From an optimization exercise on the open Yosys and OpenROAD flow, aimed at small area, a short achievable clock period and few clock cycles; shortcuts taken in it are not production practice. The RTL was checked by simulation tests, not by an equivalence proof against the original design. Power figures rest on the tool's default switching activity, not on a simulated workload.

### flow/flow/run.sh
#!/bin/bash
set -o pipefail
export BUFFER_PORTS_ARGS="-buffer_cell sky130_fd_sc_hd__buf_1"
export SYNTH_KEEP_MODULES="credit_select"
export FASTROUTE_TCL="$PWD/flow/fastroute.tcl"
bash standard.sh > standard.log 2>&1
### flow/flow/fastroute.tcl
# Global routing resources: as the platform's fastroute.tcl, but with more
# of met1 and met2 held back, so that global routing spreads the crossbar's
# wiring onto met3-met5 and leaves the lower layers room for pin access.
set_global_routing_layer_adjustment met1-met5 0.2
set_global_routing_layer_adjustment met1 0.5
set_global_routing_layer_adjustment met2 0.4

set_routing_layers -clock $::env(MIN_CLK_ROUTING_LAYER)-$::env(MAX_ROUTING_LAYER)
set_routing_layers -signal $::env(MIN_ROUTING_LAYER)-$::env(MAX_ROUTING_LAYER)
### flow/standard.sh
#!/bin/bash
# synth_recipe.tcl (not shown) runs the flow's synth.tcl, then flattens the netlist and writes it again
# the make line also repeats each setting of config.mk as NAME=value (left out here)
make -C /OpenROAD-flow-scripts/flow DESIGN_CONFIG=/design/flow/config.mk WORK_HOME=/design/flow/orfs CLKGATE_MAP_FILE= SYNTH_SCRIPT=/design/flow/synth_recipe.tcl "${@:-finish}"
### flow/config.mk
export PLATFORM = sky130hd
export DESIGN_NAME = noc_mesh
export DESIGN_NICKNAME = noc_mesh
export VERILOG_FILES = /design/flow/design.v
export SDC_FILE = /design/flow/constraint.sdc
export NUM_CORES = 4
export LEC_CHECK = 0
export CAP_MARGIN = 20
export CELL_PAD_IN_SITES_DETAIL_PLACEMENT = 1
export CORE_MARGIN = 2
export CORE_UTILIZATION = 35
export PLACE_DENSITY = 0.55
export SETUP_SLACK_MARGIN = 2.9
export SLEW_MARGIN = 20
export TNS_END_PERCENT = 5
### flow/constraint.sdc
create_clock -name core_clock -period 6.0 [get_ports {clock}]
set_input_delay 1.2000 -clock core_clock [delete_from_list [all_inputs] [get_ports {clock}]]
set_output_delay 1.2000 -clock core_clock [all_outputs]
set_load 0.01 [all_outputs]
### flow/design.v
package noc_pkg;
  localparam int NUM_NODES   = 9;
  localparam int DIM_Y       = 3;
  localparam int FLIT_WIDTH  = 16;
  localparam int COORD_WIDTH = 4;
  localparam int HDR_DST_Y_LSB = 0;
  localparam int HDR_DST_X_LSB = COORD_WIDTH;
  localparam int SIZE_COUNT_LSB = 0;
endpackage
`timescale 1ns/100ps
import noc_pkg::*;
module input_buffer
(
  input  logic                  clock,
  input  logic                  rst_i,
  input  logic [FLIT_WIDTH-1:0] data_i,
  input  logic                  rx_i,
  output logic                  credit_o,
  input  logic                  hdr_i,
  input  logic                  last_i,
  output logic [FLIT_WIDTH-1:0] head_o,
  output logic                  hdr_o,
  output logic                  last_o,
  output logic                  valid_o,
  output logic                  valid_next_o,
  input  logic [NUM_NODES-1:0]  own_i,     
  input  logic [NUM_NODES-1:0]  credit_i,  
  input  logic                  pop_i      
);
  credit_select u_credit (
    .valid_i  (valid_o),
    .own_i    (own_i),
    .credit_i (credit_i),
    .credit_o (credit_o)
  );
  always_ff @(posedge clock) begin
    if (rx_i) begin
      head_o <= data_i;
      hdr_o  <= hdr_i;
      last_o <= last_i;
    end
  end
  assign valid_next_o = rx_i || (valid_o && !pop_i);
  always_ff @(posedge clock) begin
    if (rst_i) begin
      valid_o <= 1'b0;
    end else begin
      valid_o <= valid_next_o;
    end
  end
endmodule
module credit_select
(
  input  logic                 valid_i,
  input  logic [NUM_NODES-1:0] own_i,
  input  logic [NUM_NODES-1:0] credit_i,
  output logic                 credit_o
);
  assign credit_o = !valid_i || |(own_i & credit_i);
endmodule
`timescale 1ns/100ps
import noc_pkg::*;
module packet_counter
(
  input  logic                  clock,
  input  logic                  rst_i,
  input  logic [FLIT_WIDTH-1:0] data_i,
  input  logic                  push_i,
  output logic                  hdr_o,
  output logic                  last_o
);
  localparam logic [1:0] P_HEADER  = 2'd0;
  localparam logic [1:0] P_SIZE    = 2'd1;
  localparam logic [1:0] P_PAYLOAD = 2'd2;
  logic [1:0] pos;
  logic [7:0] remaining;
  logic       size_zero;
  logic       rem_one;
  assign size_zero = (data_i[SIZE_COUNT_LSB+:8] == 8'd0);
  assign rem_one   = (remaining == 8'd1);
  assign hdr_o     = (pos == P_HEADER);
  assign last_o    = (pos == P_SIZE) ? size_zero : (pos == P_PAYLOAD) && rem_one;
  always_ff @(posedge clock) begin
    if (rst_i) begin
      pos       <= P_HEADER;
      remaining <= '0;
    end else if (push_i) begin
      case (pos)
        P_HEADER: pos <= P_SIZE;
        P_SIZE: begin
          remaining <= data_i[SIZE_COUNT_LSB+:8];
          pos       <= size_zero ? P_HEADER : P_PAYLOAD;
        end
        P_PAYLOAD: begin
          remaining <= remaining - 1'b1;
          if (rem_one) begin
            pos <= P_HEADER;
          end
        end
        default: pos <= P_HEADER;
      endcase
    end
  end
endmodule
`timescale 1ns/100ps
import noc_pkg::*;
module switch_control
(
  input  logic                 clock,
  input  logic                 rst_i,
  input  logic [NUM_NODES-1:0] req_i,
  input  logic                 last_pop_i,
  output logic [NUM_NODES-1:0] owner_o,   
  output logic                 busy_o,
  output logic                 keep_o,    
  output logic                 grant_o    
);
  logic [NUM_NODES-1:0] winner;
  logic [NUM_NODES-1:0] mask;
  logic [NUM_NODES-1:0] hi_req;
  logic [NUM_NODES-1:0] hi_win;
  logic [NUM_NODES-1:0] lo_win;
  always_comb begin
    mask = '0;
    for (int i = 1; i < NUM_NODES; i++) begin
      mask[i] = mask[i-1] | owner_o[i-1];
    end
  end
  assign hi_req = req_i & mask;
  always_comb begin
    logic seen_hi;
    logic seen_lo;
    seen_hi = 1'b0;
    seen_lo = 1'b0;
    for (int i = 0; i < NUM_NODES; i++) begin
      hi_win[i] = hi_req[i] && !seen_hi;
      lo_win[i] = req_i[i]  && !seen_lo;
      seen_hi   = seen_hi | hi_req[i];
      seen_lo   = seen_lo | req_i[i];
    end
  end
  assign winner = (|hi_req) ? hi_win : lo_win;
  assign keep_o  = busy_o && !last_pop_i;
  assign grant_o = |req_i;
  always_ff @(posedge clock) begin
    if (rst_i) begin
      owner_o <= '0;
      busy_o  <= 1'b0;
    end else if (!keep_o) begin
      busy_o  <= grant_o;
      owner_o <= winner;
    end
  end
endmodule
`timescale 1ns/100ps
import noc_pkg::*;
module crossbar
(
  input  logic                                 clock,
  input  logic                                 rst_i,
  input  logic [NUM_NODES-1:0]                 owner_i,
  input  logic [NUM_NODES-1:0][FLIT_WIDTH-1:0] head_i,
  input  logic [NUM_NODES-1:0]                 last_i,
  input  logic                                 credit_i,
  input  logic                                 keep_i,
  input  logic [NUM_NODES-1:0]                 valid_next_i,
  input  logic                                 granted_i,
  output logic [FLIT_WIDTH-1:0]                data_o,
  output logic                                 tx_o,
  output logic                                 last_pop_o
);
  logic avail;
  logic avail_next;
  logic is_last;
  always_comb begin
    data_o     = '0;
    is_last    = 1'b0;
    avail_next = 1'b0;
    for (int s = 0; s < NUM_NODES; s++) begin
      data_o     = data_o | ({FLIT_WIDTH{owner_i[s]}} & head_i[s]);
      is_last    = is_last | (owner_i[s] & last_i[s]);
      avail_next = avail_next | (owner_i[s] & valid_next_i[s]);
    end
    if (!keep_i) begin
      avail_next = granted_i;
    end
  end
  always_ff @(posedge clock) begin
    if (rst_i) begin
      avail <= 1'b0;
    end else begin
      avail <= avail_next;
    end
  end
  assign tx_o       = avail && credit_i;
  assign last_pop_o = tx_o && is_last;
endmodule
`timescale 1ns/100ps
import noc_pkg::*;
module router
(
  input  logic                                 clock,
  input  logic                                 rst_i,
  input  logic [NUM_NODES-1:0][FLIT_WIDTH-1:0] data_i,
  input  logic [NUM_NODES-1:0]                 rx_i,
  output logic [NUM_NODES-1:0]                 credit_o,
  output logic [NUM_NODES-1:0][FLIT_WIDTH-1:0] data_o,
  output logic [NUM_NODES-1:0]                 tx_o,
  input  logic [NUM_NODES-1:0]                 credit_i
);
  logic [NUM_NODES-1:0][FLIT_WIDTH-1:0] head;
  logic [NUM_NODES-1:0]                 valid;
  logic [NUM_NODES-1:0]                 valid_next;
  logic [NUM_NODES-1:0]                 hdr;
  logic [NUM_NODES-1:0]                 last;
  logic [NUM_NODES-1:0]                 in_hdr;
  logic [NUM_NODES-1:0]                 in_last;
  logic [NUM_NODES-1:0]                 pop;
  logic [NUM_NODES-1:0][NUM_NODES-1:0]  own;     
  logic [NUM_NODES-1:0][NUM_NODES-1:0]  req;     
  logic [NUM_NODES-1:0][NUM_NODES-1:0]  owner;   
  logic [NUM_NODES-1:0]                 busy;
  logic [NUM_NODES-1:0]                 keep;
  logic [NUM_NODES-1:0]                 grant;
  logic [NUM_NODES-1:0]                 last_pop;
  for (genvar s = 0; s < NUM_NODES; s++) begin : g_src
    packet_counter u_counter (
      .clock  (clock),
      .rst_i  (rst_i),
      .data_i (data_i[s]),
      .push_i (rx_i[s]),
      .hdr_o  (in_hdr[s]),
      .last_o (in_last[s])
    );
    input_buffer u_buffer (
      .clock        (clock),
      .rst_i        (rst_i),
      .data_i       (data_i[s]),
      .rx_i         (rx_i[s]),
      .credit_o     (credit_o[s]),
      .hdr_i        (in_hdr[s]),
      .last_i       (in_last[s]),
      .head_o       (head[s]),
      .hdr_o        (hdr[s]),
      .last_o       (last[s]),
      .valid_o      (valid[s]),
      .valid_next_o (valid_next[s]),
      .own_i        (own[s]),
      .credit_i     (credit_i),
      .pop_i        (pop[s])
    );
    always_comb begin
      pop[s] = 1'b0;
      for (int d = 0; d < NUM_NODES; d++) begin
        own[s][d] = owner[d][s];
        pop[s]    = pop[s] | (owner[d][s] & tx_o[d]);
      end
    end
  end
  for (genvar d = 0; d < NUM_NODES; d++) begin : g_dst
    localparam logic [1:0] DX = 2'(d / DIM_Y);
    localparam logic [1:0] DY = 2'(d % DIM_Y);
    for (genvar s = 0; s < NUM_NODES; s++) begin : g_req
      assign req[d][s] = (valid[s] && hdr[s] &&
                          (head[s][HDR_DST_X_LSB+:2] == DX) &&
                          (head[s][HDR_DST_Y_LSB+:2] == DY)) ||
                         (rx_i[s] && in_hdr[s] &&
                          (data_i[s][HDR_DST_X_LSB+:2] == DX) &&
                          (data_i[s][HDR_DST_Y_LSB+:2] == DY));
    end
    switch_control u_ctrl (
      .clock      (clock),
      .rst_i      (rst_i),
      .req_i      (req[d]),
      .last_pop_i (last_pop[d]),
      .owner_o    (owner[d]),
      .busy_o     (busy[d]),
      .keep_o     (keep[d]),
      .grant_o    (grant[d])
    );
    crossbar u_xbar (
      .clock        (clock),
      .rst_i        (rst_i),
      .owner_i      (owner[d]),
      .head_i       (head),
      .last_i       (last),
      .credit_i     (credit_i[d]),
      .keep_i       (keep[d]),
      .valid_next_i (valid_next),
      .granted_i    (grant[d]),
      .data_o       (data_o[d]),
      .tx_o         (tx_o[d]),
      .last_pop_o   (last_pop[d])
    );
  end
endmodule
`timescale 1ns/100ps
import noc_pkg::*;
module noc_mesh
#(
  parameter int  NOC_DIM_X    = 3,
  parameter int  NOC_DIM_Y    = 3,
  parameter int  BUFFER_DEPTH = 4,
  localparam int NODES        = NOC_DIM_X * NOC_DIM_Y
) (
  input  logic              clock,
  input  logic              rst_i,
  input  logic [NODES-1:0][FLIT_WIDTH-1:0] local_data_i,
  input  logic [NODES-1:0]  local_rx_i,
  output logic [NODES-1:0]  local_credit_o,
  output logic [NODES-1:0][FLIT_WIDTH-1:0] local_data_o,
  output logic [NODES-1:0]  local_tx_o,
  input  logic [NODES-1:0]  local_credit_i
);
  router u_router (
    .clock    (clock),
    .rst_i    (rst_i),
    .data_i   (local_data_i),
    .rx_i     (local_rx_i),
    .credit_o (local_credit_o),
    .data_o   (local_data_o),
    .tx_o     (local_tx_o),
    .credit_i (local_credit_i)
  );
endmodule
==> results of run 1 <==
## timing repair
action	4_1_cts	5_1_grt
gates cloned	0	1
buffers inserted	4	71
gates resized for setup	33	97
pin swaps	5	18
endpoints found under the setup margin	209	254
endpoints found under the hold margin	0	0
## power groups by stage
| stage | logic, mW | registers [mW] | clock network, mW |
|---|---|---|---|
| floorplan | 1.09 | 2.88 | 0 |
| global placement | 1.48 | 3.27 | 0 |
| detailed placement | 1.49 | 3.27 | 0 |
| CTS | 1.51 | 3.22 | 3.06 |
| global route | 2.03 | 3.17 | 3.16 |
| finish | 1.92 | 3.18 | 3.04 |
## kinds of logic (layout without fill, tap and decap cells)
kind of cell | after synthesis | after routing | share of synthesized area
AO/OA/AOI/OAI | 1284 | 1284 | 0.3783
adder cells (fa/ha/maj) | 45 | 45 | 0.02103
buffers and inverters | 496 | 697 | 0.07230
flip-flops | 360 | 360 | 0.3298
multiplexers | 25 | 25 | 0.009627
other | 0 | 19 | 0
AND/OR/NAND/NOR | 990 | 990 | 0.1890
## per-module statistics from Yosys, one instance, submodules excluded
module / flops+latches / copies in the design / cells inside / cell area (µm²)
noc_mesh: 360 / 1 / 3146 / 26250
credit_select: 0 / 9 / 6 / 57.56
## per-layer routing
metal,vias to the layer above,part of all wire
met1,15650,0.32
met5,-,0.013
met3,1138,0.19
met2,2889,0.36
met4,77,0.11
li1,13280,-
## layout by cell type, fill, tap and decap left out, types with 123 or more instances in the layout
master	instances
a21oi_1	136
a221oi_1	157
a222oi_1	154
a22o_1	183
a22oi_1	230
buf_1	296
buf_4	123
dfxtp_1	178
edfxtp_1	162
nand2_1	197
nand3_1	213
nor2_1	230
## through the flow
stage | std cells | util | power, mW
after CTS | 4286 | 0.3969 | 7.790
final | 4398 | 0.4176 | 8.144
after floorplan | 3200 | - | 3.970
after global placement | 4196 | 0.3745 | 4.751
after global routing | 4388 | 0.4172 | 8.365
after detailed placement | 4196 | 0.3745 | 4.764
## worst max-delay path, delay by kind of cell, from the launching register on
family,cells,cell delay [ns]
compound gates,1,0.22
buf+inv,1,0.22
flops,1,1.17
simple gates,1,0.22
## how the worst max path moves through the flow
stage | from | end | slack (ns) | cells after the start
finish | u_router.g_src[0].u_buffer.head_o[15] | local_data_o[15] | 2.30 | 3
global route | u_router.g_src[3].u_buffer.head_o[6] | local_data_o[22] | 2.33 | 4
CTS | local_credit_i[0] | local_credit_o[4] | 2.42 | 6
detailed placement | local_rx_i[6] | u_router.g_dst[1].u_ctrl.owner_o[2] | 1.95 | 9
global placement | local_rx_i[6] | u_router.g_dst[1].u_ctrl.owner_o[2] | 2.01 | 9
floorplan | local_rx_i[0] | u_router.g_dst[5].u_ctrl.owner_o[7] | 2.91 | 8
## flip-flops by register name, summed over array words and instances, names as in the netlist, 18 cells and up
signal / cells
u_router.g_src.u_counter.remaining: 72
u_router.g_src.u_buffer.head_o: 144
u_router.g_src.u_counter.pos: 18
u_router.g_dst.u_ctrl.owner_o: 81
## layout make-up
type / instances / share of cell area
clock inverter: 33 / 0.01245
inverter: 94 / 0.01146
antenna: 19 / 0.001502
timing repair buffer: 517 / 0.1060
multi-input combinational: 2344 / 0.5115
tap: 978 / 0.03865
clock buffer: 53 / 0.03817
sequential: 360 / 0.2803
==> impl_metrics.csv, run 1 <==
group,metric,value,unit
power_and_ir_drop,switching_share,0.3695,
worst_setup_path,path_class,"reg -> out",
synth,synth.top_cell.area_share,0.1817,
layout,fillers,8927,
worst_setup_path,reg2reg_depth,7,
grt,gr-total-overflow,0,
power_and_ir_drop,power_leakage,10.84,nW
route,viasPerCell,7.512,
grt,use_met1,0.6311,
timing,layout_setup_ws,2.299,ns
synth,synth_edf_count,162,
synth,synth-seq-cells,360,
grt,antenna_found_initial,19,
layout,drive_gt1_frac,0.1206,
synth,synthTopCellsByArea,"edfxtp_1, dfxtp_1, a22oi_1, a22o_1, a222oi_1",
route,post_drt_wl_per_cell,40.95,µm
floorplanning,dieWidth,280.6,µm
synth,yosysSeqAreaShare,0.3298,
worst_setup_path,cp.arrival,2.50,ns
synth,synth_nets,3409,
route,firstDrtPassIters,13,
worst_setup_path,regToRegSetupSlack,2.57,ns
timing,slew_headroom,0.1679,
timing,fin_setup_tns,0,ns
clocking,cts-root-buf,"clkbuf_16",
power_and_ir_drop,power-per-cell-area,257.2,nW/µm²
synth,synth_cells,3200,
timing,rsz0062_at_grt,"yes",
worst_setup_path,timing.rr.end,"u_router.g_dst[0].u_ctrl.owner_o[8]",
worst_setup_path,crit_path_end_kind,"output port",
synth,synth-main-ff-cell,"dfxtp_1",
worst_setup_path,crit_fanout,9,
synth,synth_top_area_cell,"edfxtp_1",
layout,regArea,8874,µm²
power_and_ir_drop,clkPwrFrac,0.373,
clocking,clkSlewWorstSetupHoldPaths,0.07,ns
route,drt-initial-drc-count,3572,
synth,ys_types,78,
timing,worst_slew_pin_slew,1.248,ns
route,drt_wl_total,180100,µm
synth,avgSynthCellArea,8.366,µm²
timing,clock.fmax,270.2,MHz
worst_hold_path,whs_endpoint,"u_router.g_src[8].u_counter.pos[1]",
floorplanning,die_h,280.6,µm
floorplanning,placementRows,101,
clocking,insertion_delay,0.66,ns
layout,design_area,31660,µm²
placement,portBuffers,325,
worst_setup_path,cp_slowest_stage_delay,1.17,ns
grt,grt_pass1_vias,34530,
worst_hold_path,hp-class,"reg -> reg",
worst_setup_path,required,4.80,ns
clocking,cts_tree,"done",
clocking,clock_sinks,360,
worst_hold_path,min_from,"u_router.g_src[8].u_counter.pos[1]",
worst_setup_path,r2r_start,"u_router.g_src[1].u_buffer.valid_o",
grt,use_met3,0.4756,
placement,dp_slack,1.954,ns
clocking,ctsHoldBuffers,0,
floorplanning,die_area,78720,µm²
worst_hold_path,hold_depth,2,
worst_setup_path,cpMaxStageDelayCell,"edfxtp_1",
grt,met2_usage,0.7018,
floorplanning,core_area,75820,µm²
timing,hold_ws,0.4760,ns
run,maxCapViolations,0,
floorplanning,initial_core_util,0.3531,
placement,place_congestion,1.061,
synth,async_reset_ff_frac,0,
clocking,cts_made_buffers,46,
route,drcViolationCount,0,
synth,yosysWarnings,5,
timing,fin_crit_sh,0.6168,
timing,slew_viol_final,0,
clocking,htree_levels,2,
power_and_ir_drop,seqPwrFrac,0.390,
run_status,status,"finished clean",
layout,fin_nets,3572,
grt,grt_usage,0.5692,
grt,grt_pass1_wl,256700,µm
layout,multi_input_area,16190,µm²
power_and_ir_drop,p_comb_frac,0.236,
placement,detailed_place_hpwl,116500,µm
layout,syn2layout_area_growth,18.26,%
placement,place_area,28400,µm²
timing,setup_viol,0,
grt,top_usage_layer,"met2",
floorplanning,ios,326,
grt,grt_start_max_net_pins,55,
timing,hold_violations,0,
power_and_ir_drop,cellInternalPower,5.135,mW
power_and_ir_drop,ir_drop,205.7,µV
synth,netlist_area,26770,µm²
worst_setup_path,crit_chain,"a22oi_1 > nand3_1 > buf_1",
timing,finalCriticalPeriod,3.701,ns
route,drtAntennaViolNets,0,
timing,skew,0.02881,ns
power_and_ir_drop,p_switching,3.009,mW
worst_setup_path,start_kind,"flip-flop",
synth,synthTopCellsByCount,"clkbuf_1, a22oi_1, nor2_1",
clocking,cts.path.max_buffers,3,
synth,yosysMostFrequentCell,"clkbuf_1",
route,via_count,33040,
Testbench counts, summed over its fixed seeds: cycles 2,366.
==> run 2, diff against run 1 <==
==> flow/flow/fastroute.tcl (replaced) <==
# Global routing resources: as the platform's fastroute.tcl, but with most
# of met1 and more of met2 held back, so that global routing spreads the
# crossbar's wiring onto met3-met5 and leaves the lower layers room for pin
# access.
set_global_routing_layer_adjustment met1-met5 0.2
set_global_routing_layer_adjustment met1 0.7
set_global_routing_layer_adjustment met2 0.5

set_routing_layers -clock $::env(MIN_CLK_ROUTING_LAYER)-$::env(MAX_ROUTING_LAYER)
set_routing_layers -signal $::env(MIN_ROUTING_LAYER)-$::env(MAX_ROUTING_LAYER)
==> impl_metrics.csv, run 2 <==
group,metric,value,unit
run_status,status,"did not finish",
run_status,lastStage,"global routing",
run_status,toolErrorMsg,"[ERROR GRT-0232] Routing congestion too high. Check the congestion heatmap in the GUI.",
clocking,cts.path.max_buffers,3,
floorplanning,placementRows,101,
clocking,cts-root-buf,"clkbuf_16",
synth,synth_nets,3409,
placement,portBuffers,325,
placement,detailed_place_hpwl,119200,µm
floorplanning,ios,326,
synth,yosysMostFrequentCell,"clkbuf_1",
clocking,htree_levels,2,
synth,netlist_area,26770,µm²
floorplanning,initial_core_util,0.3531,
synth,synthTopCellsByArea,"edfxtp_1, dfxtp_1, a22oi_1, a22o_1, a222oi_1",
clocking,cts_made_buffers,46,
grt,grt_usage,0.7070,
synth,avgSynthCellArea,8.366,µm²
synth,yosysWarnings,5,
grt,gr-total-overflow,1,
floorplanning,dieWidth,280.6,µm
floorplanning,die_h,280.6,µm
placement,place_congestion,1.114,
synth,synth-seq-cells,360,
synth,synth.top_cell.area_share,0.1817,
clocking,clock_sinks,360,
synth,ys_types,78,
grt,grt_start_max_net_pins,123,
synth,async_reset_ff_frac,0,
synth,synth-main-ff-cell,"dfxtp_1",
synth,synth_top_area_cell,"edfxtp_1",
synth,synth_cells,3200,
synth,synth_edf_count,162,
synth,yosysSeqAreaShare,0.3298,
synth,synthTopCellsByCount,"clkbuf_1, a22oi_1, nor2_1",
==> run 2: Yosys stat by module, one instance, submodules excluded <==
module         cells  cell area, µm²  times used
noc_mesh        3146           26250           1
credit_select      6           57.56           9
==> run 2: cells by family after synthesis <==
family	Yosys count	share of synthesized area
AOI/OAI and AO/OA	1284	0.3783
and+or+nand+nor	990	0.1890
buffers and inverters	496	0.07230
DFF	360	0.3298
adders and majority gates	45	0.02103
muxes	25	0.009627
==> run 2: power groups by stage <==
stage	clock, mW	combinational (mW)	sequential, mW
after CTS	2.92	1.52	3.23
after floorplan	0	1.09	2.88
after detailed placement	0	1.51	3.27
after global placement	0	1.49	3.28
==> run 2: how the worst min path moves through the flow <==
stage,end,slack [ns],cells after the start
floorplan,u_router.g_src[1].u_counter.pos[1],0.45,2
global placement,u_router.g_dst[8].u_ctrl.owner_o[8],0.44,2
detailed placement,u_router.g_dst[8].u_ctrl.owner_o[8],0.45,2
CTS,u_router.g_dst[8].u_ctrl.owner_o[8],0.46,2
==> run 2: repair_timing <==
item	in CTS
gates resized for setup	29
hold buffers	0
endpoints found under the setup margin	223
setup buffers	3
pin swaps	4
==> run 2: metrics by stage <==
| stage | area [µm²] | hold WS [ns] | utilization | std cells | setup slack [ns] |
|---|---|---|---|---|---|
| 2_1_floorplan | 26790 | 0.4486 | - | 3200 | 2.906 |
| 3_3_place_gp | 28390 | 0.4405 | 0.3744 | 4192 | 1.981 |
| 3_5_place_dp | 28390 | 0.4523 | 0.3744 | 4192 | 1.914 |
| 4_1_cts | 30000 | 0.4599 | 0.3956 | 4281 | 2.394 |
==> run 2: per-layer routing <==
layer,overflow,track usage
met5,0,0.5285
met4,0,0.6468
met3,0,0.6464
met2,1,0.8082
met1,0,0.7775
==> run 3, diff against run 2 <==
--- a/flow/design.v
+++ b/flow/design.v
@@ -16,11 +16,7 @@
   input  logic [FLIT_WIDTH-1:0] data_i,
   input  logic                  rx_i,
   output logic                  credit_o,
-  input  logic                  hdr_i,
-  input  logic                  last_i,
   output logic [FLIT_WIDTH-1:0] head_o,
-  output logic                  hdr_o,
-  output logic                  last_o,
   output logic                  valid_o,
   output logic                  valid_next_o,
   input  logic [NUM_NODES-1:0]  own_i,     
@@ -36,8 +32,6 @@
   always_ff @(posedge clock) begin
     if (rx_i) begin
       head_o <= data_i;
-      hdr_o  <= hdr_i;
-      last_o <= last_i;
     end
   end
   assign valid_next_o = rx_i || (valid_o && !pop_i);
@@ -66,8 +60,9 @@
   input  logic                  rst_i,
   input  logic [FLIT_WIDTH-1:0] data_i,
   input  logic                  push_i,
-  output logic                  hdr_o,
-  output logic                  last_o
+  output logic                  hdr_o,       
+  output logic                  head_hdr_o,  
+  output logic                  head_last_o  
 );
   localparam logic [1:0] P_HEADER  = 2'd0;
   localparam logic [1:0] P_SIZE    = 2'd1;
@@ -76,10 +71,11 @@
   logic [7:0] remaining;
   logic       size_zero;
   logic       rem_one;
-  assign size_zero = (data_i[SIZE_COUNT_LSB+:8] == 8'd0);
-  assign rem_one   = (remaining == 8'd1);
-  assign hdr_o     = (pos == P_HEADER);
-  assign last_o    = (pos == P_SIZE) ? size_zero : (pos == P_PAYLOAD) && rem_one;
+  assign size_zero   = (data_i[SIZE_COUNT_LSB+:8] == 8'd0);
+  assign rem_one     = (remaining == 8'd1);
+  assign hdr_o       = (pos == P_HEADER);
+  assign head_hdr_o  = (pos == P_SIZE);
+  assign head_last_o = (pos == P_HEADER);
   always_ff @(posedge clock) begin
     if (rst_i) begin
       pos       <= P_HEADER;
@@ -214,7 +210,6 @@
   logic [NUM_NODES-1:0]                 hdr;
   logic [NUM_NODES-1:0]                 last;
   logic [NUM_NODES-1:0]                 in_hdr;
-  logic [NUM_NODES-1:0]                 in_last;
   logic [NUM_NODES-1:0]                 pop;
   logic [NUM_NODES-1:0][NUM_NODES-1:0]  own;     
   logic [NUM_NODES-1:0][NUM_NODES-1:0]  req;     
@@ -229,8 +224,9 @@
       .rst_i  (rst_i),
       .data_i (data_i[s]),
       .push_i (rx_i[s]),
-      .hdr_o  (in_hdr[s]),
-      .last_o (in_last[s])
+      .hdr_o       (in_hdr[s]),
+      .head_hdr_o  (hdr[s]),
+      .head_last_o (last[s])
     );
     input_buffer u_buffer (
       .clock        (clock),
@@ -238,11 +234,7 @@
       .data_i       (data_i[s]),
       .rx_i         (rx_i[s]),
       .credit_o     (credit_o[s]),
-      .hdr_i        (in_hdr[s]),
-      .last_i       (in_last[s]),
       .head_o       (head[s]),
-      .hdr_o        (hdr[s]),
-      .last_o       (last[s]),
       .valid_o      (valid[s]),
       .valid_next_o (valid_next[s]),
       .own_i        (own[s]),
==> flow/flow/fastroute.tcl (replaced) <==
# Global routing resources: as the platform's fastroute.tcl, but with more
# of met1 and met2 held back, so that global routing spreads the crossbar's
# wiring onto met3-met5 and leaves the lower layers room for pin access.
set_global_routing_layer_adjustment met1-met5 0.2
set_global_routing_layer_adjustment met1 0.5
set_global_routing_layer_adjustment met2 0.4

set_routing_layers -clock $::env(MIN_CLK_ROUTING_LAYER)-$::env(MAX_ROUTING_LAYER)
set_routing_layers -signal $::env(MIN_ROUTING_LAYER)-$::env(MAX_ROUTING_LAYER)
==> impl_metrics.csv, run 3 <==
group,metric,value,unit
worst_setup_path,cpMaxStageDelayCell,"edfxtp_1",
timing,hold_violations,0,
clocking,cts_tree,"done",
layout,drive_gt1_frac,0.1323,
placement,detailed_place_hpwl,112600,µm
layout,fin_nets,3567,
synth,synth.top_cell.area_share,0.1629,
worst_setup_path,regToRegSetupSlack,2.68,ns
power_and_ir_drop,p_switching,2.811,mW
timing,hold_ws,0.4664,ns
synth,ys_types,96,
worst_setup_path,path_class,"reg -> out",
synth,synthTopCellsByArea,"edfxtp_1, dfxtp_1, a22o_1, a222oi_1, a221oi_1",
synth,netlist_area,26550,µm²
route,viasPerCell,7.498,
synth,synth-seq-cells,342,
worst_setup_path,required,4.80,ns
synth,synth_nets,3424,
route,drt-initial-drc-count,3827,
grt,grt_pass1_wl,240600,µm
grt,gr-total-overflow,0,
floorplanning,placementRows,100,
worst_hold_path,whs_endpoint,"u_router.g_dst[7].u_ctrl.owner_o[5]",
grt,grt_usage,0.5232,
timing,setup_viol,0,
grt,grt_start_max_net_pins,87,
worst_hold_path,hp-class,"reg -> reg",
synth,synth_top_area_cell,"edfxtp_1",
layout,reg_top3,"u_router.g_src.u_buffer.head_o: 144 flops, u_router.g_dst.u_ctrl.owner_o: 81 flops, u_router.g_src.u_counter.remaining: 72 flops",
synth,avgSynthCellArea,8.259,µm²
clocking,htree_levels,2,
layout,layout_common_cells,"buf_1, nor2_1, nand3_1",
floorplanning,dieWidth,279.4,µm
worst_setup_path,cp.arrival,2.61,ns
layout,largest-register,"u_router.g_src.u_buffer.head_o",
run,maxCapViolations,0,
timing,slew_headroom,0.05727,
layout,final_util,0.4216,
worst_setup_path,r2r_start,"u_router.g_src[5].u_buffer.head_o[0]",
synth,async_reset_ff_frac,0,
placement,place_area,28040,µm²
route,drtAntennaViolNets,0,
placement,place_congestion,1.072,
route,via_count,32840,
grt,antenna_found_initial,18,
floorplanning,initial_core_util,0.3549,
power_and_ir_drop,switching_share,0.3659,
synth,synth-main-ff-cell,"dfxtp_1",
power_and_ir_drop,seqPwrFrac,0.387,
worst_setup_path,path_buf_inv,1,
timing,slew_viol_final,0,
timing,skew,0.03464,ns
layout,design_area,31540,µm²
synth,yosysMostFrequentCell,"clkbuf_1",
power_and_ir_drop,ir_drop,288.3,µV
clocking,cts_made_buffers,45,
power_and_ir_drop,power-per-cell-area,243.6,nW/µm²
grt,grt_pass1_vias,34860,
worst_setup_path,crit_path_end_kind,"output port",
worst_hold_path,hold_depth,2,
timing,fin_setup_tns,0,ns
worst_setup_path,crit_chain,"a221oi_1 > nand3_1 > buf_1",
route,firstDrtPassIters,12,
timing,rsz0062_at_grt,"yes",
synth,synthTopCellsByCount,"clkbuf_1, nor2_1, nand3_1",
route,post_drt_wl_per_cell,37.72,µm
clocking,cts-root-buf,"clkbuf_16",
synth,yosysSeqAreaShare,0.3121,
run_status,status,"finished clean",
floorplanning,die_area,78080,µm²
clocking,clkSlewWorstSetupHoldPaths,0.06,ns
power_and_ir_drop,power_leakage,10.69,nW
power_and_ir_drop,p_comb_frac,0.238,
synth,synth_cells,3215,
timing,worst_slew_pin_slew,1.414,ns
worst_setup_path,reg2reg_depth,9,
route,drt_wl_total,165200,µm
placement,portBuffers,325,
worst_setup_path,start_kind,"flip-flop",
worst_setup_path,timing.rr.end,"u_router.g_dst[5].u_ctrl.owner_o[5]",
power_and_ir_drop,clkPwrFrac,0.375,
worst_setup_path,crit_fanout,9,
clocking,clock_sinks,342,
clocking,cts.path.max_buffers,3,
clocking,ctsHoldBuffers,0,
worst_hold_path,min_from,"u_router.g_dst[7].u_ctrl.owner_o[5]",
timing,fin_crit_sh,0.6347,
worst_setup_path,cp_slowest_stage_delay,1.29,ns
worst_setup_path,path_delay_family,"flip-flops",
timing,finalCriticalPeriod,3.808,ns
layout,layout_commonest_cell,"buf_1",
floorplanning,core_area,74820,µm²
clocking,insertion_delay,0.62,ns
layout,syn2layout_area_growth,18.80,%
floorplanning,die_h,279.4,µm
synth,yosysWarnings,5,
timing,clock.fmax,262.6,MHz
power_and_ir_drop,cellInternalPower,4.873,mW
floorplanning,ios,326,
route,drcViolationCount,0,
synth,synth_edf_count,144,
layout,largest_reg_flops,144,
==> run 3: cells by family (layout without fill, tap and decap cells) <==
logic type | after synthesis | count (layout) | synth area share
compound gates | 1265 | 1265 | 0.3764
simple gates | 1028 | 1028 | 0.2051
buf+inv | 509 | 689 | 0.07530
flops | 342 | 342 | 0.3121
fa+ha+maj | 45 | 45 | 0.02121
mux | 26 | 26 | 0.009896
other cells | 0 | 16 | 0
==> run 3: routing by layer <==
layer | GRT usage | part of all wire | up-vias
met5 | 0.2020 | 0.0099 | -
met4 | 0.4163 | 0.11 | 54
met3 | 0.4088 | 0.19 | 1157
met2 | 0.6782 | 0.37 | 2934
met1 | 0.5950 | 0.32 | 15410
li1 | - | - | 13290
==> run 3: worst max path at each step <==
stage                                              start                             endpoint  cells after the start
finish              u_router.g_src[1].u_buffer.head_o[3]                     local_data_o[19]                      3
global route        u_router.g_src[1].u_buffer.head_o[3]                     local_data_o[83]                      3
CTS                                    local_credit_i[3]                    local_credit_o[3]                      5
detailed placement                         local_rx_i[1]  u_router.g_dst[2].u_ctrl.owner_o[2]                      8
global placement                       local_credit_i[8]       u_router.g_dst[1].u_xbar.avail                      9
floorplan                                  local_rx_i[0]       u_router.g_dst[3].u_xbar.avail                      7
==> run 3: worst min-delay path: stages (launching register included) <==
cell and delay [ns]:
dfxtp_1 0.32, nand2_1 0.05, o21ai_1 0.05
==> run 3: power groups by stage <==
stage | logic [mW] | registers [mW] | clock network (mW)
after floorplan | 1.06 | 2.72 | 0
after global placement | 1.39 | 3.09 | 0
after detailed placement | 1.40 | 3.09 | 0
after CTS | 1.57 | 2.97 | 2.90
after global routing | 1.94 | 2.98 | 2.99
final | 1.83 | 2.98 | 2.88
==> run 3: modules after synthesis, one instance, submodules excluded <==
module / cells / flops+latches / times used
noc_mesh: 3161 / 342 / 1
credit_select: 6 / 0 / 9
==> run 3: cell type report <==
cell class | count | area, µm²
flip-flops and latches | 342 | 8335
fillers | 8848 | 43280
clock inverters | 29 | 292.8
well taps | 969 | 1212
inverters | 98 | 375.4
repair buffers | 507 | 3317
clock buffers | 55 | 1226
multi-input cells | 2364 | 16740
diodes | 16 | 40.04
==> run 3: through the flow <==
stage	cells	power [mW]	setup WS [ns]
4_1_cts	4321	7.437	2.672
6_report	4380	7.684	2.192
2_1_floorplan	3215	3.779	2.995
3_3_place_gp	4186	4.477	1.912
3_5_place_dp	4186	4.491	1.843
5_1_grt	4375	7.901	2.326
==> run 3: repair_timing <==
item | 4_1_cts | 5_1_grt
pin swaps | 26 | 14
setup endpoints to repair | 239 | 255
resized for setup | 110 | 82
cloned | 1 | 0
setup buffers | 50 | 35
Testbench counts of run 3, summed over its fixed seeds: cycles 2,366.
==> run 4, diff against run 3 <==
--- a/flow/design.v
+++ b/flow/design.v
@@ -50,7 +50,23 @@
   input  logic [NUM_NODES-1:0] credit_i,
   output logic                 credit_o
 );
-  assign credit_o = !valid_i || |(own_i & credit_i);
+  logic [2:0] stuck_n;
+  for (genvar g = 0; g < 3; g++) begin : g_group
+    credit_group u_group (
+      .own_i    (own_i[3*g+:3]),
+      .credit_i (credit_i[3*g+:3]),
+      .none_o   (stuck_n[g])
+    );
+  end
+  assign credit_o = !(valid_i && &stuck_n);
+endmodule
+module credit_group
+(
+  input  logic [2:0] own_i,
+  input  logic [2:0] credit_i,
+  output logic       none_o
+);
+  assign none_o = !(|(own_i & credit_i));
 endmodule
 `timescale 1ns/100ps
 import noc_pkg::*;
==> flow/flow/run.sh (replaced) <==
#!/bin/bash
set -o pipefail
export BUFFER_PORTS_ARGS="-buffer_cell sky130_fd_sc_hd__buf_1"
export SYNTH_KEEP_MODULES="credit_select credit_group"
export FASTROUTE_TCL="$PWD/flow/fastroute.tcl"
bash standard.sh > standard.log 2>&1
==> impl_metrics.csv, run 4 <==
group,metric,value,unit
layout,largest-register,"u_router.g_src.u_buffer.head_o",
power_and_ir_drop,power_leakage,10.47,nW
timing,hold_violations,0,
placement,place_congestion,1.059,
floorplanning,core_area,74450,µm²
clocking,cts_tree,"done",
power_and_ir_drop,p_comb_frac,0.241,
clocking,cts-root-buf,"clkbuf_16",
synth,synthTopCellsByCount,"clkbuf_1, nor2_1, nand3_1",
power_and_ir_drop,cellInternalPower,4.647,mW
synth,synth_top_family_by_area,"compound AO/OA/AOI/OAI gates",
layout,drive_gt1_frac,0.1216,
route,viasPerCell,7.483,
floorplanning,initial_core_util,0.3541,
grt,grt_pass1_wl,245100,µm
route,drtAntennaViolNets,0,
synth,synth.top_cell.area_share,0.1640,
timing,clock.fmax,254.5,MHz
clocking,clkSlewWorstSetupHoldPaths,0.06,ns
synth,async_reset_ff_frac,0,
layout,fin_nets,3561,
power_and_ir_drop,switching_share,0.3797,
synth,synthTopCellsByArea,"edfxtp_1, dfxtp_1, a222oi_1, a221oi_1, a22o_1",
worst_setup_path,cp_slowest_stage_delay,1.27,ns
worst_setup_path,path_class,"reg -> out",
synth,yosysSeqAreaShare,0.3144,
timing,skew,0.04237,ns
synth,synthAdderAreaFrac,0.02136,
synth,yosysWarnings,5,
synth,yosysMostFrequentCell,"clkbuf_1",
route,drcViolationCount,0,
synth,synthSimpleGateAreaFrac,0.2053,
power_and_ir_drop,ir_drop,190.5,µV
floorplanning,dieWidth,278.4,µm
route,drt_wl_total,167800,µm
layout,layout_common_cells,"buf_1, nor2_1, nand3_1",
grt,grt_pass1_vias,34720,
timing,setup_viol,0,
synth,synth_nets,3406,
worst_setup_path,required,4.80,ns
clocking,clock_sinks,342,
synth,netlist_area,26360,µm²
synth,synth-seq-cells,342,
worst_setup_path,crit_cells,3,
grt,grt_usage,0.5395,
power_and_ir_drop,p_switching,2.845,mW
placement,detailed_place_hpwl,114000,µm
worst_setup_path,crit_fanout,9,
floorplanning,placementRows,100,
power_and_ir_drop,seqPwrFrac,0.400,
synth,synth-compound-area-share,0.3731,
grt,antenna_found_initial,27,
timing,hold_ws,0.4822,ns
timing,layout_setup_ws,2.071,ns
floorplanning,die_area,77530,µm²
power_and_ir_drop,clkPwrFrac,0.359,
worst_setup_path,cp.arrival,2.73,ns
floorplanning,die_h,278.4,µm
placement,dp_slack,2.015,ns
synth,ys_types,95,
worst_setup_path,crit_chain,"a222oi_1 > nand3_1 > buf_1",
clocking,ctsHoldBuffers,0,
route,firstDrtPassIters,12,
clocking,insertion_delay,0.66,ns
synth,synth_cells,3197,
timing,fin_crit_sh,0.6548,
layout,stdcell_count,4377,
synth,synth_top_area_cell,"edfxtp_1",
synth,avgSynthCellArea,8.245,µm²
clocking,cts_made_buffers,45,
worst_hold_path,hold_depth,2,
route,post_drt_wl_per_cell,38.35,µm
synth,synth-xor-area-share,0,
worst_setup_path,path_delay_family,"flip-flops",
timing,fin_setup_tns,0,ns
run_status,status,"finished clean",
synth,synth-main-ff-cell,"dfxtp_1",
power_and_ir_drop,power-per-cell-area,241.1,nW/µm²
clocking,htree_levels,2,
timing,rsz0062_at_grt,"yes",
timing,finalCriticalPeriod,3.929,ns
layout,reg_top3,"u_router.g_src.u_buffer.head_o: 144 flops, u_router.g_dst.u_ctrl.owner_o: 81 flops, u_router.g_src.u_counter.remaining: 72 flops",
worst_setup_path,reg2reg_depth,9,
layout,syn2layout_area_growth,17.87,%
run,maxCapViolations,0,
placement,portBuffers,325,
power_and_ir_drop,fin_total_pwr,7.492,mW
worst_hold_path,hp-class,"reg -> reg",
synth,post_synth_mux_area_share,0.009968,
layout,layout_commonest_cell,"buf_1",
layout,largest_reg_flops,144,
worst_setup_path,cpMaxStageDelayCell,"edfxtp_1",
worst_setup_path,crit_path_end_kind,"output port",
synth,synth_edf_count,144,
timing,slew_viol_final,0,
route,drt-initial-drc-count,4059,
clocking,cts.path.max_buffers,3,
route,via_count,32750,
worst_setup_path,path_buf_inv,1,
timing,slew_headroom,0.08311,
placement,place_inst,4169,
worst_setup_path,start_kind,"flip-flop",
timing,worst_slew_pin_slew,1.375,ns
grt,grt_start_max_net_pins,93,
floorplanning,ios,326,
grt,gr-total-overflow,0,
## run 4: Yosys stat by module (local to each module, per instance)
module         flip-flops and latches  times used  cells  area, µm²
credit_select                       0           9      1      6.256
noc_mesh                          342           1   3161      26030
credit_group                        0          27      1      10.01
## run 4: power by group through the flow
stage | Combinational (mW) | Clock, mW | Sequential (mW)
floorplan | 1.05 | 0 | 2.72
global route | 1.92 | 2.80 | 3.01
finish | 1.81 | 2.69 | 3.00
global placement | 1.39 | 0 | 3.10
detailed placement | 1.41 | 0 | 3.10
CTS | 1.56 | 2.70 | 2.98
## run 4: per-layer routing
metal	share of wire	track usage	vias to the layer above
li1	-	-	13270
met1	0.32	0.6224	15490
met2	0.37	0.6956	2781
met3	0.18	0.4097	1167
met4	0.11	0.4499	50
met5	0.0087	0.1607	-
## run 4: layout make-up
class | count | area (µm²)
Fill cell | 8792 | 43380
Multi-Input combinational cell | 2346 | 16430
Sequential cell | 342 | 8333
Timing Repair Buffer | 519 | 3277
Clock buffer | 60 | 1232
Tap cell | 969 | 1212
Inverter | 98 | 367.9
Clock inverter | 24 | 166.4
Antenna cell | 19 | 47.55
## run 4: timing repair
item / in CTS / in global routing
gates cloned: 1 / 0
hold endpoints to repair: 0 / 0
gates resized for setup: 86 / 61
buffers inserted: 58 / 38
pin swaps: 18 / 7
setup endpoints to repair: 224 / 257
## run 4: worst paths after layout
path	startpoint	end	slack [ns]
setup / recovery	u_router.g_src[2].u_buffer.head_o[15]	local_data_o[111]	2.07
hold / removal	u_router.g_src[3].u_counter.pos[1]	u_router.g_src[3].u_counter.pos[1]	0.48
setup reg to reg	u_router.g_src[7].u_counter.pos[1]	u_router.g_dst[5].u_ctrl.owner_o[4]	2.69
hold reg to reg	u_router.g_src[3].u_counter.pos[1]	u_router.g_src[3].u_counter.pos[1]	0.48
## run 4: through the flow
step,utilization,area [µm²]
2_1_floorplan,-,26360
3_3_place_gp,0.3741,27850
3_5_place_dp,0.3744,27880
4_1_cts,0.4049,30140
5_1_grt,0.4169,31040
6_report,0.4173,31070
## run 4: cells by family after synthesis
| logic type | after synthesis |
|---|---|
| adder cells (fa/ha/maj) | 45 |
| AO/OA/AOI/OAI | 1256 |
| multiplexers | 26 |
| AND/OR/NAND/NOR | 1019 |
| flip-flops | 342 |
| buffers and inverters | 509 |
## run 4: tightest hold or removal path, cell delays in order (launching register included)
cell and delay [ns]:
dfxtp_1 0.32, nand2_1 0.06, a21oi_1 0.05
Testbench counts of run 4, summed over its fixed seeds: cycles 2,366.
==> run 5, diff against run 4 <==
--- a/flow/config.mk
+++ b/flow/config.mk
@@ -5,11 +5,11 @@
 export SDC_FILE = /design/flow/constraint.sdc
 export NUM_CORES = 4
 export LEC_CHECK = 0
-export CAP_MARGIN = 20
+export CAP_MARGIN = 35
 export CELL_PAD_IN_SITES_DETAIL_PLACEMENT = 1
 export CORE_MARGIN = 2
 export CORE_UTILIZATION = 35
 export PLACE_DENSITY = 0.55
 export SETUP_SLACK_MARGIN = 2.9
-export SLEW_MARGIN = 20
+export SLEW_MARGIN = 35
 export TNS_END_PERCENT = 5
==> impl_metrics.csv, run 5 <==
group,metric,value,unit
run_status,status,"finished clean",
timing,worst_slew_pin_slew,1.056,ns
worst_setup_path,cp.arrival,2.40,ns
worst_setup_path,crit_fanout,9,
route,firstDrtPassIters,14,
synth,yosysMostFrequentCell,"clkbuf_1",
floorplanning,ios,326,
synth,yosysWarnings,5,
layout,layout_commonest_cell,"buf_1",
timing,skew,0.03800,ns
layout,fin_nets,3574,
worst_setup_path,crit_path_end_kind,"output port",
run,maxCapViolations,0,
synth,ys_types,95,
clocking,cts.path.max_buffers,3,
layout,design_area,31310,µm²
synth,synth_top_area_cell,"edfxtp_1",
worst_setup_path,crit_chain,"a221oi_1 > nand3_1 > buf_1",
clocking,clkSlewWorstSetupHoldPaths,0.06,ns
layout,reg_top3,"u_router.g_src.u_buffer.head_o: 144 flops, u_router.g_dst.u_ctrl.owner_o: 81 flops, u_router.g_src.u_counter.remaining: 72 flops",
synth,post_synth_mux_area_share,0.009968,
grt,grt_usage,0.5473,
worst_setup_path,cpMaxStageDelayCell,"edfxtp_1",
synth,avgSynthCellArea,8.245,µm²
layout,layout_common_cells,"buf_1, nor2_1, nand3_1",
worst_setup_path,path_class,"reg -> out",
timing,fin_crit_sh,0.6001,
synth,netlist_area,26360,µm²
synth,async_reset_ff_frac,0,
placement,place_congestion,1.059,
power_and_ir_drop,power-per-cell-area,246.4,nW/µm²
power_and_ir_drop,power_leakage,10.64,nW
synth,synth-main-ff-cell,"dfxtp_1",
clocking,clock_sinks,342,
power_and_ir_drop,ir_drop,190.7,µV
timing,slew_viol_final,0,
worst_hold_path,min_from,"u_router.g_dst[5].u_ctrl.owner_o[8]",
timing,rsz0062_at_grt,"yes",
floorplanning,placementRows,100,
timing,hold_violations,0,
synth,synth_top_family_by_area,"compound AO/OA/AOI/OAI gates",
grt,grt_start_max_net_pins,93,
worst_hold_path,hp-class,"reg -> reg",
grt,gr-total-overflow,0,
placement,detailed_place_hpwl,114000,µm
layout,fillers,8804,
worst_setup_path,required,4.80,ns
layout,largest_reg_flops,144,
clocking,cts_made_buffers,46,
synth,synthAdderAreaFrac,0.02136,
layout,multi_input_area,16380,µm²
floorplanning,die_h,278.4,µm
layout,largest-register,"u_router.g_src.u_buffer.head_o",
timing,finalCriticalPeriod,3.600,ns
layout,final_util,0.4205,
timing,clock.fmax,277.8,MHz
route,viasPerCell,7.465,
synth,synth-compound-area-share,0.3731,
route,drt-initial-drc-count,4074,
layout,drive_gt1_frac,0.1240,
layout,syn2layout_area_growth,18.76,%
clocking,cts-root-buf,"clkbuf_16",
worst_setup_path,r2r_start,"u_router.g_src[0].u_counter.pos[1]",
synth,synth_cells,3197,
floorplanning,die_area,77530,µm²
grt,grt_pass1_vias,34790,
timing,setup_viol,0,
timing,slew_headroom,0.2963,
route,via_count,32760,
synth,synth.top_cell.area_share,0.1640,
floorplanning,dieWidth,278.4,µm
floorplanning,core_area,74450,µm²
grt,antenna_found_initial,23,
route,post_drt_wl_per_cell,38.26,µm
synth,yosysSeqAreaShare,0.3144,
synth,synth_nets,3406,
synth,synth-seq-cells,342,
synth,synth-xor-area-share,0,
worst_setup_path,worstSetupStartpoint,"u_router.g_src[4].u_buffer.head_o[15]",
synth,synthTopCellsByCount,"clkbuf_1, nor2_1, nand3_1",
clocking,ctsHoldBuffers,0,
worst_setup_path,start_kind,"flip-flop",
synth,synthSimpleGateAreaFrac,0.2053,
grt,grt_pass1_wl,247800,µm
clocking,insertion_delay,0.65,ns
placement,portBuffers,325,
floorplanning,initial_core_util,0.3541,
synth,synthTopCellsByArea,"edfxtp_1, dfxtp_1, a222oi_1, a221oi_1, a22o_1",
route,drt_wl_total,167900,µm
clocking,cts_tree,"done",
route,drcViolationCount,0,
power_and_ir_drop,fin_total_pwr,7.714,mW
timing,fin_setup_tns,0,ns
clocking,htree_levels,2,
placement,place_area,27930,µm²
route,drtAntennaViolNets,0,
synth,synth_edf_count,144,
worst_setup_path,cp_slowest_stage_delay,0.81,ns
layout,regArea,8333,µm²
## run 5: cell counts after synthesis
No cell type changed its count.
## run 5: final timing paths
check	to	slack (ns)	cells after the start
max	local_data_o[111]	2.40	3
min	u_router.g_dst[5].u_ctrl.owner_o[8]	0.48	1
max reg2reg	u_router.g_dst[5].u_xbar.avail	2.54	8
min reg2reg	u_router.g_dst[5].u_ctrl.owner_o[8]	0.48	1
## run 5: logic make-up (layout without fill, tap and decap cells)
family / Yosys count / count (layout)
other: 0 / 17
DFF: 342 / 342
adders and majority gates: 45 / 45
AOI/OAI and AO/OA: 1256 / 1256
buffers and inverters: 509 / 714
muxes: 26 / 26
and+or+nand+nor: 1019 / 1019
## run 5: report_power, final
group / switching [mW] / internal (mW) / total, mW
clock network: 1.23 / 1.66 / 2.88
registers: 0.360 / 2.60 / 2.96
logic: 1.26 / 0.604 / 1.87
## run 5: worst max-delay path: cells and delay by family, from the launching register on
family                 cells  cell delay, ns
AND/OR/NAND/NOR            1            0.26
flip-flops                 1            0.81
buffers and inverters      1            0.20
AO/OA/AOI/OAI              1            0.47
## run 5: cell type report
class                   instances  share of cell area
flip-flops and latches        342              0.2662
diodes                         17            0.001359
multi-input cells            2346              0.5232
inverters                      98             0.01175
clock buffers                  61             0.04125
repair buffers                531              0.1101
well taps                     969             0.03873
clock inverters                24            0.007434
## run 5: metal layers
metal,up-vias,GRT usage,wire length (µm)
met5,-,0.2126,2197
met4,68,0.4409,18240
met2,2796,0.7088,63450
met3,1163,0.4238,29260
li1,13290,-,-
met1,15440,0.6229,54720
## run 5: through the flow
| stage | hold WS (ns) | std cells | setup WS, ns |
|---|---|---|---|
| 2_1_floorplan | 0.4486 | 3197 | 2.995 |
| 3_3_place_gp | 0.4582 | 4169 | 1.972 |
| 3_5_place_dp | 0.4671 | 4169 | 2.004 |
| 4_1_cts | 0.4820 | 4309 | 2.615 |
| 5_1_grt | 0.5008 | 4383 | 2.396 |
| 6_report | 0.4775 | 4388 | 2.400 |
## run 5: timing repair
item                       CTS  global route
pin swaps                   13            13
cloned                       1             0
buffers inserted            54            40
setup endpoints to repair  213           246
gates resized for setup     67            67
## run 5: per-module statistics from Yosys (local to each module, per instance)
| module | copies in the design | cell area (µm²) |
|---|---|---|
| credit_select | 9 | 6.256 |
| credit_group | 27 | 10.01 |
| noc_mesh | 1 | 26030 |
==> run 6, diff against run 5 <==
--- a/flow/design.v
+++ b/flow/design.v
@@ -178,7 +178,8 @@
   input  logic [NUM_NODES-1:0]                 valid_next_i,
   input  logic                                 granted_i,
   output logic [FLIT_WIDTH-1:0]                data_o,
-  output logic                                 tx_o,
+  output logic                                 tx_o,        
+  output logic                                 tx_int_o,    
   output logic                                 last_pop_o
 );
   logic avail;
@@ -204,8 +205,25 @@
       avail <= avail_next;
     end
   end
-  assign tx_o       = avail && credit_i;
-  assign last_pop_o = tx_o && is_last;
+  tx_gate u_tx_port (
+    .avail_i  (avail),
+    .credit_i (credit_i),
+    .tx_o     (tx_o)
+  );
+  tx_gate u_tx_int (
+    .avail_i  (avail),
+    .credit_i (credit_i),
+    .tx_o     (tx_int_o)
+  );
+  assign last_pop_o = tx_int_o && is_last;
+endmodule
+module tx_gate
+(
+  input  logic avail_i,
+  input  logic credit_i,
+  output logic tx_o
+);
+  assign tx_o = avail_i && credit_i;
 endmodule
 `timescale 1ns/100ps
 import noc_pkg::*;
@@ -234,6 +252,7 @@
   logic [NUM_NODES-1:0]                 keep;
   logic [NUM_NODES-1:0]                 grant;
   logic [NUM_NODES-1:0]                 last_pop;
+  logic [NUM_NODES-1:0]                 tx_int;
   for (genvar s = 0; s < NUM_NODES; s++) begin : g_src
     packet_counter u_counter (
       .clock  (clock),
@@ -261,7 +280,7 @@
       pop[s] = 1'b0;
       for (int d = 0; d < NUM_NODES; d++) begin
         own[s][d] = owner[d][s];
-        pop[s]    = pop[s] | (owner[d][s] & tx_o[d]);
+        pop[s]    = pop[s] | (owner[d][s] & tx_int[d]);
       end
     end
   end
@@ -298,6 +317,7 @@
       .granted_i    (grant[d]),
       .data_o       (data_o[d]),
       .tx_o         (tx_o[d]),
+      .tx_int_o     (tx_int[d]),
       .last_pop_o   (last_pop[d])
     );
   end
==> flow/flow/run.sh (replaced) <==
#!/bin/bash
set -o pipefail
export BUFFER_PORTS_ARGS="-buffer_cell sky130_fd_sc_hd__buf_1"
export SYNTH_KEEP_MODULES="credit_select credit_group tx_gate"
export FASTROUTE_TCL="$PWD/flow/fastroute.tcl"
bash standard.sh > standard.log 2>&1
==> impl_metrics.csv, run 6 <==
group,metric,value,unit
run_status,status,"finished clean",
synth,synth.top_cell.area_share,0.1646,
route,firstDrtPassIters,14,
floorplanning,die_area,77280,µm²
power_and_ir_drop,power_leakage,10.49,nW
worst_setup_path,required,6.50,ns
synth,synth-seq-cells,342,
grt,grt_pass1_vias,33970,
synth,yosysWarnings,5,
timing,hold_violations,0,
clocking,cts_tree,"done",
timing,fin_crit_sh,0.6604,
synth,yosysMostFrequentCell,"clkbuf_1",
clocking,htree_levels,2,
timing,slew_headroom,0.1555,
synth,synth_nets,3372,
timing,clock.fmax,252.4,MHz
synth,synth_cells,3163,
grt,grt_usage,0.5359,
timing,finalCriticalPeriod,3.962,ns
power_and_ir_drop,power-per-cell-area,255.6,nW/µm²
clocking,cts_made_buffers,44,
worst_setup_path,crit_fanout,7,
route,drt-initial-drc-count,3553,
grt,antenna_found_initial,17,
synth,synth-main-ff-cell,"dfxtp_1",
synth,synth_top_area_cell,"edfxtp_1",
route,via_count,32340,
synth,synthTopCellsByArea,"edfxtp_1, dfxtp_1, a222oi_1, a22o_1, a22oi_1",
layout,fin_nets,3499,
worst_setup_path,crit_path_end_kind,"flip-flop",
route,drcViolationCount,0,
clocking,ctsHoldBuffers,0,
route,drtAntennaViolNets,0,
synth,ys_types,95,
floorplanning,core_area,74450,µm²
route,drt_wl_total,167100,µm
layout,layout_common_cells,"buf_1, nor2_1, a22oi_1",
synth,synth_edf_count,144,
worst_setup_path,crit_chain,"buf_1 > or4b_1 > o22ai_2 > o2bb2ai_1 > o211ai_2 > nor3_2 > a221o_1 > a32o_1",
layout,reg_top3,"u_router.g_src.u_buffer.head_o: 144 flops, u_router.g_dst.u_ctrl.owner_o: 81 flops, u_router.g_src.u_counter.remaining: 72 flops",
timing,setup_viol,0,
timing,rsz0062_at_grt,"yes",
clocking,insertion_delay,0.63,ns
floorplanning,placementRows,100,
placement,place_congestion,1.052,
timing,layout_setup_ws,2.038,ns
grt,gr-total-overflow,0,
clocking,clock_sinks,342,
floorplanning,dieWidth,278,µm
layout,largest-register,"u_router.g_src.u_buffer.head_o",
timing,skew,0.02864,ns
placement,portBuffers,325,
floorplanning,initial_core_util,0.3530,
worst_setup_path,path_delay_family,"compound AO/OA/AOI/OAI gates",
floorplanning,die_h,278,µm
timing,slew_viol_final,0,
grt,grt_pass1_wl,242400,µm
synth,synthTopCellsByCount,"clkbuf_1, nor2_1, a22oi_1",
worst_setup_path,cp.arrival,4.46,ns
worst_setup_path,cpMaxStageDelayCell,"o22ai_2",
worst_setup_path,path_class,"in -> reg",
worst_setup_path,start_kind,"input pin",
layout,drive_gt1_frac,0.1158,
synth,async_reset_ff_frac,0,
clocking,cts-root-buf,"clkbuf_16",
run,maxCapViolations,0,
grt,grt_start_max_net_pins,140,
worst_setup_path,cp_slowest_stage_delay,0.95,ns
clocking,clkSlewWorstSetupHoldPaths,0.06,ns
layout,layout_commonest_cell,"buf_1",
synth,avgSynthCellArea,8.307,µm²
worst_setup_path,path_buf_inv,1,
placement,detailed_place_hpwl,113100,µm
floorplanning,ios,326,
route,post_drt_wl_per_cell,38.81,µm
placement,dp_slack,1.823,ns
power_and_ir_drop,ir_drop,175.8,µV
timing,fin_setup_tns,0,ns
layout,largest_reg_flops,144,
synth,netlist_area,26280,µm²
synth,yosysSeqAreaShare,0.3154,
timing,worst_slew_pin_slew,1.267,ns
worst_hold_path,hp-class,"reg -> reg",
route,viasPerCell,7.511,
clocking,cts.path.max_buffers,3,
layout,syn2layout_area_growth,17.46,%
==> run 6: cell types whose count changed in the layout (fill, tap and decap cells not counted), moves of 8 or more <==
cell,change
nand3_1,-31
and2_1,+29
o22ai_1,-25
a22o_1,+24
a22oi_1,+24
buf_4,-18
nand2b_1,-16
buf_8,-13
inv_1,-11
nand4b_1,-10
o21ai_1,-9
a21oi_1,-8
dfxtp_1,+8
==> run 6: what timing repair did <==
item | in CTS | in global routing
endpoints found under the setup margin | 228 | 249
buffers inserted | 33 | 32
cloned | 1 | 0
resized for setup | 59 | 68
hold endpoints to repair | 0 | 0
pin swaps | 15 | 13
==> run 6: tightest hold or removal path, stage by stage, from the launching register on <==
cell and delay [ns]:
dfxtp_1 0.33, nand2_1 0.06, a21oi_1 0.05
==> run 6: cell families (layout without fill, tap and decap cells) <==
group | after synthesis | count (layout) | synth area share
simple gates | 989 | 989 | 0.1980
fa+ha+maj | 45 | 45 | 0.02143
flops | 342 | 342 | 0.3154
compound gates | 1262 | 1262 | 0.3787
buf+inv | 497 | 660 | 0.07557
mux | 28 | 28 | 0.01081
other cells | 0 | 11 | 0
==> run 6: routing by layer <==
layer | GRT usage | wire length [µm] | share of wire
met1 | 0.6291 | 55310 | 0.33
met4 | 0.4516 | 18840 | 0.11
met5 | 0.2126 | 1268 | 0.0076
met3 | 0.3981 | 29770 | 0.18
met2 | 0.6786 | 61910 | 0.37
==> run 6: worst paths after layout <==
kind	from	to	slack (ns)	cells after the start
min reg2reg	u_router.g_src[8].u_counter.pos[1]	u_router.g_src[8].u_counter.pos[1]	0.49	2
max reg2reg	u_router.g_src[1].u_buffer.head_o[4]	u_router.g_dst[2].u_ctrl.owner_o[6]	2.29	7
max	local_rx_i[1]	u_router.g_dst[2].u_ctrl.owner_o[6]	2.04	8
min	u_router.g_src[8].u_counter.pos[1]	u_router.g_src[8].u_counter.pos[1]	0.49	2
==> run 6: Yosys stat by module (local to each module, per instance) <==
module	flip-flops and latches	cells inside
credit_select	0	1
credit_group	0	1
tx_gate	0	1
noc_mesh	342	3109
==> run 6: final cells by class <==
type | instances | area (µm²)
multi-input cells | 2324 | 16400
well taps | 969 | 1212
diodes | 11 | 27.53
clock inverters | 20 | 322.8
flip-flops and latches | 342 | 8318
clock buffers | 62 | 1220
inverters | 85 | 319.1
fillers | 8660 | 43580
repair buffers | 493 | 3044
==> run 6: through the flow <==
step                cell area [µm²]  hold slack, ns  cells  total power, mW  utilization
finish                        30860          0.4922   4306            7.890       0.4146
global route                  30850          0.5117   4299            8.136       0.4144
CTS                           29960          0.4846   4250            7.659       0.4024
detailed placement            27790          0.4780   4134            4.665       0.3732
global placement              27730          0.4700   4132            4.647       0.3725
floorplan                     26280          0.4486   3163            3.871            -
==> run 6: power by group <==
group	internal (mW)	switching, mW	leakage [nW]
Sequential	2.61	0.387	3.03
Clock	1.77	1.17	0.741
Combinational	0.632	1.33	6.72
Total	5.01	2.88	10.5
Testbench counts of run 6, summed over its fixed seeds: cycles 2,366.

## separate check: timing with driven ports
How much do the figures lean on ideal ports? The routed layouts below were timed once more, with nothing changed but the port constraints. Step 1, drivers: a clkbuf_16 drives clock and a buf_2 each remaining input, both assumed. Step 2 also shifts input and output timing later by t, the mid clock arrival at the registers, as if the neighbouring blocks saw the same clock. Three values: no drivers, after step 1, after step 2; two values: the first two.
| run | t (ns) | setup slack, ns | worst setup path at the end |
|---|---|---|---|
| run 1 | 0.710 | 2.299 / 2.229 / 1.885 | input to register |
| run 3 | 0.669 | 2.192 / 2.129 / 1.980 | input to register |
| run 4 | 0.714 | 2.071 / 1.999 / 1.934 | input to register |
| run 5 | 0.709 | 2.400 / 2.326 / 1.945 | input to register |
| run 6 | 0.688 | 2.038 / 2.031 / 1.343 | input to register |
After both steps setup and hold are still met in every run listed. For run 6, which loses most, drivers alone change the setup slack by -0.007 ns; drivers and shift together by -0.695 ns.
